Background: an optimization exercise with open tools, aiming at small area, a short achievable clock period and few clock cycles per item. Do not read the settings as production practice.
At most, simulation tests tie the RTL to the original design; equivalence was not proved.
No activity file was given, so power comes from the tool's default toggle rates.

run 2:
==> flow/design.v <==
package video_pipeline_pkg;
  typedef enum logic [2:0] {
    REQ_IDLE  = 3'b001,
    REQ_READ  = 3'b010,
    REQ_STORE = 3'b100
  } req_state_e;
  typedef enum logic [1:0] {
    RESP_IDLE,
    RESP_FETCH,
    RESP_EMIT
  } resp_state_e;
  function automatic integer chunknum_bits(input integer hactive_bits, input integer chunk_bits);
    chunknum_bits = hactive_bits - chunk_bits;
  endfunction
  function automatic integer request_bits(input integer vactive_bits, input integer hactive_bits, input integer chunk_bits);
    request_bits = vactive_bits + chunknum_bits(hactive_bits, chunk_bits);
  endfunction
endpackage
module SyncFifo #(
  parameter int WIDTH     = 8,
  parameter int ADDR_BITS = 6
) (
  input  logic             clk,
  input  logic             rst,
  input  logic             rst_now_i,
  input  logic             wr_en_i,
  input  logic [WIDTH-1:0] wr_data_i,
  input  logic             pend_i,
  input  logic             rd_en_i,
  output logic [WIDTH-1:0] head_o,
  output logic             empty_o,
  output logic             full_o
);
  localparam int KB = ADDR_BITS - 1;
  localparam int D  = 2**KB;
  localparam int CB = ADDR_BITS + 1;
  logic [WIDTH-1:0]     mem_q [2][D];
  logic [WIDTH-1:0]     pre_q [2];
  logic [D-1:0]         hot_q [2];       
  logic [ADDR_BITS-1:0] wr_ptr_q;
  logic                 rd_lo_q;         
  logic [CB-1:0]        cnt_q, rcnt_q, cnt_inc, cnt_dec, rcnt_inc, rcnt_dec;
  logic                 wr_d1_q, empty_q, full_q;
  logic                 e62, e63, e64;
  assign head_o  = pre_q[rd_lo_q];
  assign empty_o = empty_q;
  assign full_o  = full_q;
  assign e62     = cnt_q == CB'(2**ADDR_BITS-2);
  assign e63     = cnt_q == CB'(2**ADDR_BITS-1);
  assign e64     = cnt_q == CB'(2**ADDR_BITS);
  always_comb begin
    logic ci, cd, ri, rd;
    ci = 1'b1; cd = 1'b1; ri = 1'b1; rd = 1'b1;
    for (int i = 0; i < CB; i++) begin
      cnt_inc[i]  = cnt_q[i] ^ ci;
      cnt_dec[i]  = cnt_q[i] ^ cd;
      rcnt_inc[i] = rcnt_q[i] ^ ri;
      rcnt_dec[i] = rcnt_q[i] ^ rd;
      ci = ci & cnt_q[i];
      cd = cd & !cnt_q[i];
      ri = ri & rcnt_q[i];
      rd = rd & !rcnt_q[i];
    end
  end
  always_ff @(posedge clk)
    if (wr_en_i) mem_q[wr_ptr_q[0]][wr_ptr_q[ADDR_BITS-1:1]] <= wr_data_i;
  always_ff @(posedge clk)
    for (int l = 0; l < 2; l++) begin
      logic [WIDTH-1:0] v;
      v = '0;
      for (int j = 0; j < D; j++) v = v | (mem_q[l][j] & {WIDTH{hot_q[l][j]}});
      pre_q[l] <= v;
    end
  always_ff @(posedge clk)
    if (rst || rst_now_i) begin
      empty_q <= 1'b1;
      full_q  <= 1'b0;
    end else begin
      case ({wr_en_i, pend_i, rd_en_i})
        3'b000, 3'b101, 3'b011: full_q <= e64;
        3'b100, 3'b010:         full_q <= e63;
        3'b110:                 full_q <= e62;
        default:                full_q <= 1'b0;
      endcase
      case ({wr_d1_q, rd_en_i})
        2'b10:   empty_q <= 1'b0;
        2'b01:   empty_q <= rcnt_q == CB'(1);
        default: ;
      endcase
    end
  always_ff @(posedge clk)
    if (rst) begin
      wr_ptr_q <= '0;
      rd_lo_q  <= 1'b0;
      hot_q[0] <= D'(1);
      hot_q[1] <= D'(1);
      cnt_q    <= '0;
      rcnt_q   <= '0;
      wr_d1_q  <= 1'b0;
    end else begin
      wr_d1_q <= wr_en_i;
      if (wr_en_i) wr_ptr_q <= wr_ptr_q + ADDR_BITS'(1);
      if (rd_en_i) begin
        rd_lo_q          <= !rd_lo_q;
        hot_q[rd_lo_q]   <= {hot_q[rd_lo_q][D-2:0], hot_q[rd_lo_q][D-1]};
      end
      case ({wr_en_i, rd_en_i})
        2'b10:   cnt_q <= cnt_inc;
        2'b01:   cnt_q <= cnt_dec;
        default: ;
      endcase
      case ({wr_d1_q, rd_en_i})
        2'b10:   rcnt_q <= rcnt_inc;
        2'b01:   rcnt_q <= rcnt_dec;
        default: ;
      endcase
    end
endmodule
module video_pad_crop_filter #(
  parameter int CHUNK_BITS         = 5,
  parameter int HACTIVE_BITS       = 11,
  parameter int VACTIVE_BITS       = 11,
  parameter int BITS_PER_PIXEL     = 16,
  parameter int REQ_FIFO_ADDR_BITS = HACTIVE_BITS - CHUNK_BITS,
  parameter int PIX_FIFO_ADDR_BITS = CHUNK_BITS + 1
) (
  input  logic                                        scalerClock,
  input  logic                                        reset,
  input  logic                                        bypass,
  input  logic [VACTIVE_BITS-1:0]                     padTopRows,
  input  logic [HACTIVE_BITS-CHUNK_BITS-1:0]          padLeftChunks,
  input  logic [VACTIVE_BITS-1:0]                     sourceRows,
  input  logic [HACTIVE_BITS-CHUNK_BITS-1:0]          sourceChunks,
  input  logic [BITS_PER_PIXEL-1:0]                   padColor,
  output logic                                        downstreamRequestFifoReadEnable,
  input  logic                                        downstreamRequestFifoEmpty,
  input  logic [VACTIVE_BITS+HACTIVE_BITS-CHUNK_BITS-1:0] downstreamRequestFifoReadData,
  output logic                                        downstreamResponseFifoWriteEnable,
  input  logic                                        downstreamResponseFifoFull,
  output logic [BITS_PER_PIXEL-1:0]                   downstreamResponseFifoWriteData,
  input  logic                                        upstreamRequestFifoReadEnable,
  output logic                                        upstreamRequestFifoEmpty,
  output logic [VACTIVE_BITS+HACTIVE_BITS-CHUNK_BITS-1:0] upstreamRequestFifoReadData,
  input  logic                                        upstreamResponseFifoWriteEnable,
  output logic                                        upstreamResponseFifoFull,
  input  logic [BITS_PER_PIXEL-1:0]                   upstreamResponseFifoWriteData
);
  localparam int CNB = HACTIVE_BITS - CHUNK_BITS;
  localparam int RB  = VACTIVE_BITS + CNB;
  localparam int QA  = REQ_FIFO_ADDR_BITS;
  localparam int BPP = BITS_PER_PIXEL;
  localparam int QN  = 2**QA;
  logic rst_q;
  always_ff @(posedge scalerClock) rst_q <= reset;
  logic                    rd_q, vld_q, cmp_q, st_q, busy_q, br_q, bc_q, win_q;
  logic [RB-1:0]           xl_q;
  logic [VACTIVE_BITS-1:0] in_row;
  logic [CNB-1:0]          in_chunk;
  logic [VACTIVE_BITS:0]   d_row;
  logic [CNB:0]            d_chunk;
  logic                    up_push, fl_push;
  logic                    u_full, f_full_q;
  assign {in_row, in_chunk} = downstreamRequestFifoReadData;
  assign d_row   = {1'b0, in_row} - {1'b0, padTopRows};
  assign d_chunk = {1'b0, in_chunk} - {1'b0, padLeftChunks};
  assign up_push = st_q && win_q;
  assign fl_push = st_q;
  assign downstreamRequestFifoReadEnable = rd_q;
  always_ff @(posedge scalerClock)
    if (reset) rd_q <= 1'b0;
    else       rd_q <= !rst_q && !busy_q && !downstreamRequestFifoEmpty && !u_full && !f_full_q;
  always_ff @(posedge scalerClock)
    if (rst_q) begin
      vld_q  <= 1'b0;
      cmp_q  <= 1'b0;
      st_q   <= 1'b0;
      busy_q <= 1'b0;
    end else begin
      vld_q  <= rd_q;
      cmp_q  <= vld_q;
      st_q   <= cmp_q;
      busy_q <= busy_q ? !st_q : !downstreamRequestFifoEmpty && !u_full && !f_full_q;
    end
  always_ff @(posedge scalerClock) begin
    if (vld_q) begin
      xl_q <= bypass ? downstreamRequestFifoReadData : {d_row[VACTIVE_BITS-1:0], d_chunk[CNB-1:0]};
      br_q <= d_row[VACTIVE_BITS];
      bc_q <= d_chunk[CNB];
    end
    if (cmp_q)
      win_q <= bypass || (!br_q && !bc_q &&
                          xl_q[RB-1:CNB] < sourceRows && xl_q[CNB-1:0] < sourceChunks);
  end
  logic          u_pop, u_empty;
  logic [RB-1:0] u_head, u_rd_q;
  assign u_pop = upstreamRequestFifoReadEnable && !u_empty;
  assign upstreamRequestFifoEmpty    = u_empty;
  assign upstreamRequestFifoReadData = u_rd_q;
  SyncFifo #(.WIDTH(RB), .ADDR_BITS(QA)) u_up_req (
    .clk(scalerClock), .rst(rst_q), .rst_now_i(reset),
    .wr_en_i(up_push), .wr_data_i(xl_q), .pend_i(1'b0),
    .rd_en_i(u_pop), .head_o(u_head),
    .empty_o(u_empty), .full_o(u_full)
  );
  always_ff @(posedge scalerClock) u_rd_q <= u_head;
  logic [QN-1:0] fmem;
  logic [QA-1:0] f_wp, f_rp;
  logic [QA:0]   f_cnt, f_inc, f_dec;
  logic          f_pop, f_empty_q, f_head_q, f_rdy_q;
  always_comb begin
    logic ci, cd;
    ci = 1'b1; cd = 1'b1;
    for (int i = 0; i <= QA; i++) begin
      f_inc[i] = f_cnt[i] ^ ci;
      f_dec[i] = f_cnt[i] ^ cd;
      ci = ci & f_cnt[i];
      cd = cd & !f_cnt[i];
    end
  end
  always_ff @(posedge scalerClock) begin
    if (fl_push) fmem[f_wp] <= win_q;
    f_head_q <= fmem[f_rp];
  end
  always_ff @(posedge scalerClock)
    if (rst_q) begin
      f_wp      <= '0;
      f_rp      <= '0;
      f_cnt     <= '0;
      f_empty_q <= 1'b1;
      f_full_q  <= 1'b0;
      f_rdy_q   <= 1'b0;
    end else begin
      if (fl_push) f_wp <= f_wp + QA'(1);
      if (f_pop)   f_rp <= f_rp + QA'(1);
      f_rdy_q <= !f_empty_q && !f_pop;
      case ({fl_push, f_pop})
        2'b10: begin
          f_cnt     <= f_inc;
          f_empty_q <= 1'b0;
          f_full_q  <= f_cnt == (QA+1)'(QN-1);
        end
        2'b01: begin
          f_cnt     <= f_dec;
          f_empty_q <= f_cnt == (QA+1)'(1);
          f_full_q  <= 1'b0;
        end
        default: ;
      endcase
    end
  logic           p_acc, pin_v_q, p_pop, p_empty, p_full;
  logic [BPP-1:0] pin_d_q, p_head;
  assign p_acc = upstreamResponseFifoWriteEnable && !p_full;
  assign upstreamResponseFifoFull = p_full || reset;
  always_ff @(posedge scalerClock) begin
    if (rst_q) pin_v_q <= 1'b0;
    else       pin_v_q <= p_acc;
    pin_d_q <= upstreamResponseFifoWriteData;
  end
  SyncFifo #(.WIDTH(BPP), .ADDR_BITS(PIX_FIFO_ADDR_BITS)) u_pix (
    .clk(scalerClock), .rst(rst_q), .rst_now_i(reset),
    .wr_en_i(pin_v_q), .wr_data_i(pin_d_q), .pend_i(p_acc),
    .rd_en_i(p_pop), .head_o(p_head),
    .empty_o(p_empty), .full_o(p_full)
  );
  logic                  cur_v, cur_pad, i31_q, adv, issue, nxt;
  logic [CHUNK_BITS-1:0] idx;
  logic                  ov_q, dsf_q;
  logic [BPP-1:0]        wd_q;
  assign adv   = !ov_q || !dsf_q;
  assign issue = adv && cur_v && (cur_pad || !p_empty) && !rst_q;
  assign nxt   = !cur_v || (issue && i31_q);
  assign f_pop = nxt && f_rdy_q;
  assign p_pop = issue && !cur_pad;
  assign downstreamResponseFifoWriteEnable = ov_q && !dsf_q;
  assign downstreamResponseFifoWriteData   = wd_q;
  always_ff @(posedge scalerClock) begin
    dsf_q <= downstreamResponseFifoFull;
    if (reset)    ov_q <= 1'b0;
    else if (adv) ov_q <= issue;
    if (issue) wd_q <= cur_pad ? padColor : p_head;
  end
  always_ff @(posedge scalerClock)
    if (rst_q) begin
      cur_v   <= 1'b0;
      cur_pad <= 1'b0;
      idx     <= '0;
      i31_q   <= 1'b0;
    end else begin
      if (nxt) begin
        cur_v   <= f_rdy_q;
        cur_pad <= !f_head_q;
      end
      if (issue) begin
        idx   <= idx + CHUNK_BITS'(1);
        i31_q <= idx == CHUNK_BITS'(2**CHUNK_BITS-2);
      end
    end
endmodule
Settings: LEC_CHECK=0, CAP_MARGIN=20, CORE_MARGIN=2, CORE_UTILIZATION=40, CTS_CLUSTER_DIAMETER=100, CTS_CLUSTER_SIZE=30, SETUP_SLACK_MARGIN=2.5, SLEW_MARGIN=20; clock period 5.0 ns.
run.sh (not shown) runs the stock make flow with config.mk's settings and CLKGATE_MAP_FILE= SYNTH_SCRIPT=/design/flow/synth_recipe.tcl, a recipe that flattens the netlist after the stock synthesis.
Run 2 | status: complete | timing, DRC, antenna: pass
Setup changes, run 2 to run 1
--- a/flow/design.v
+++ b/flow/design.v
@@ -38,5 +38,9 @@
   logic [WIDTH-1:0]     pre_q [2];
   logic [D-1:0]         hot_q [2];       
-  logic [ADDR_BITS-1:0] wr_ptr_q;
+  localparam int AB = 2;                 
+  localparam int BB = KB - AB;
+  logic                 wr_lo_q;         
+  logic [2**AB-1:0]     wa_q;
+  logic [2**BB-1:0]     wb_q;
   logic                 rd_lo_q;         
   logic [CB-1:0]        cnt_q, rcnt_q, cnt_inc, cnt_dec, rcnt_inc, rcnt_dec;
@@ -64,5 +68,8 @@
   end
   always_ff @(posedge clk)
-    if (wr_en_i) mem_q[wr_ptr_q[0]][wr_ptr_q[ADDR_BITS-1:1]] <= wr_data_i;
+    for (int l = 0; l < 2; l++)
+      for (int b = 0; b < 2**BB; b++)
+        for (int a = 0; a < 2**AB; a++)
+          if (wr_en_i && wr_lo_q == l[0] && wb_q[b] && wa_q[a]) mem_q[l][b*2**AB+a] <= wr_data_i;
   always_ff @(posedge clk)
     for (int l = 0; l < 2; l++) begin
@@ -91,5 +98,7 @@
   always_ff @(posedge clk)
     if (rst) begin
-      wr_ptr_q <= '0;
+      wr_lo_q  <= 1'b0;
+      wa_q     <= (2**AB)'(1);
+      wb_q     <= (2**BB)'(1);
       rd_lo_q  <= 1'b0;
       hot_q[0] <= D'(1);
@@ -100,5 +109,11 @@
     end else begin
       wr_d1_q <= wr_en_i;
-      if (wr_en_i) wr_ptr_q <= wr_ptr_q + ADDR_BITS'(1);
+      if (wr_en_i) begin
+        wr_lo_q <= !wr_lo_q;
+        if (wr_lo_q) begin
+          wa_q <= {wa_q[2**AB-2:0], wa_q[2**AB-1]};
+          if (wa_q[2**AB-1]) wb_q <= {wb_q[2**BB-2:0], wb_q[2**BB-1]};
+        end
+      end
       if (rd_en_i) begin
         rd_lo_q          <= !rd_lo_q;
### Flow results
Summary: with run 2 as the reference, final layout net count in run 1 moved down slightly.
Setup slack at placement: run 1 vs run 2 down 77 ps
Higher internal power summed over all cells among run 1 and run 2: run 1
Compared with run 2, run 1 shows a lower non-clock buffering overhead in the final layout.
Run 1 vs run 2 on standard-cell row count: run 1 is the higher one.
Changes observed in run 1 relative to run 2: post-layout minimum cycle time went up; design area went down.
[run 1 vs run 2] number of multi-input combinational cells in the layout: lower in run 1
Share of the clock period used by the worst path after layout in run 1 is 1.7 points higher than in run 2
Relative to run 2, the via count measured on run 1 has decreased slightly.
Run 1 reports a lower maximum clock rate than run 2 does.
The switching power share of the total of run 1 and that of run 2 are within noise of each other.
Run 1 ended with more global router's overall resource usage than run 2.
Run 1: filler cell count in the final layout is about 1.5% higher than what run 2 reported.
Testbench counts of run 1, summed over its fixed seeds: cycles 37,036, pixels 36,864.
Only the layout flow was run in run 2; the RTL was not checked for function there.

## port drivers added, routing unchanged
Ports are ideal in the flow. The routed layouts listed here were re-timed in OpenROAD. Step 1 (the two cells are an assumption about what drives the block):
set clk [get_ports {scalerClock}]
set_driving_cell -lib_cell sky130_fd_sc_hd__clkbuf_16 $clk
set_driving_cell -lib_cell sky130_fd_sc_hd__buf_2 [delete_from_list [all_inputs] $clk]
Step 2 also shifts input and output timing later by t, the mid clock arrival at the registers, as if the neighbouring blocks saw the same clock. Three values: no drivers, after step 1, after step 2; two values: the first two.
run | shift t [ns] | setup slack, ns | hold slack, ns
run 2 | 0.875 | 2.443 / 2.350 / 1.661 | 0.443 / 0.376 / 0.443
run 1 | 0.887 | 2.358 / 2.270 / 1.673 | 0.425 / 0.396 / 0.425
After both steps setup and hold are still met in every run listed. For run 2, which loses most, drivers alone change the setup slack by -0.093 ns; drivers and shift together by -0.782 ns.
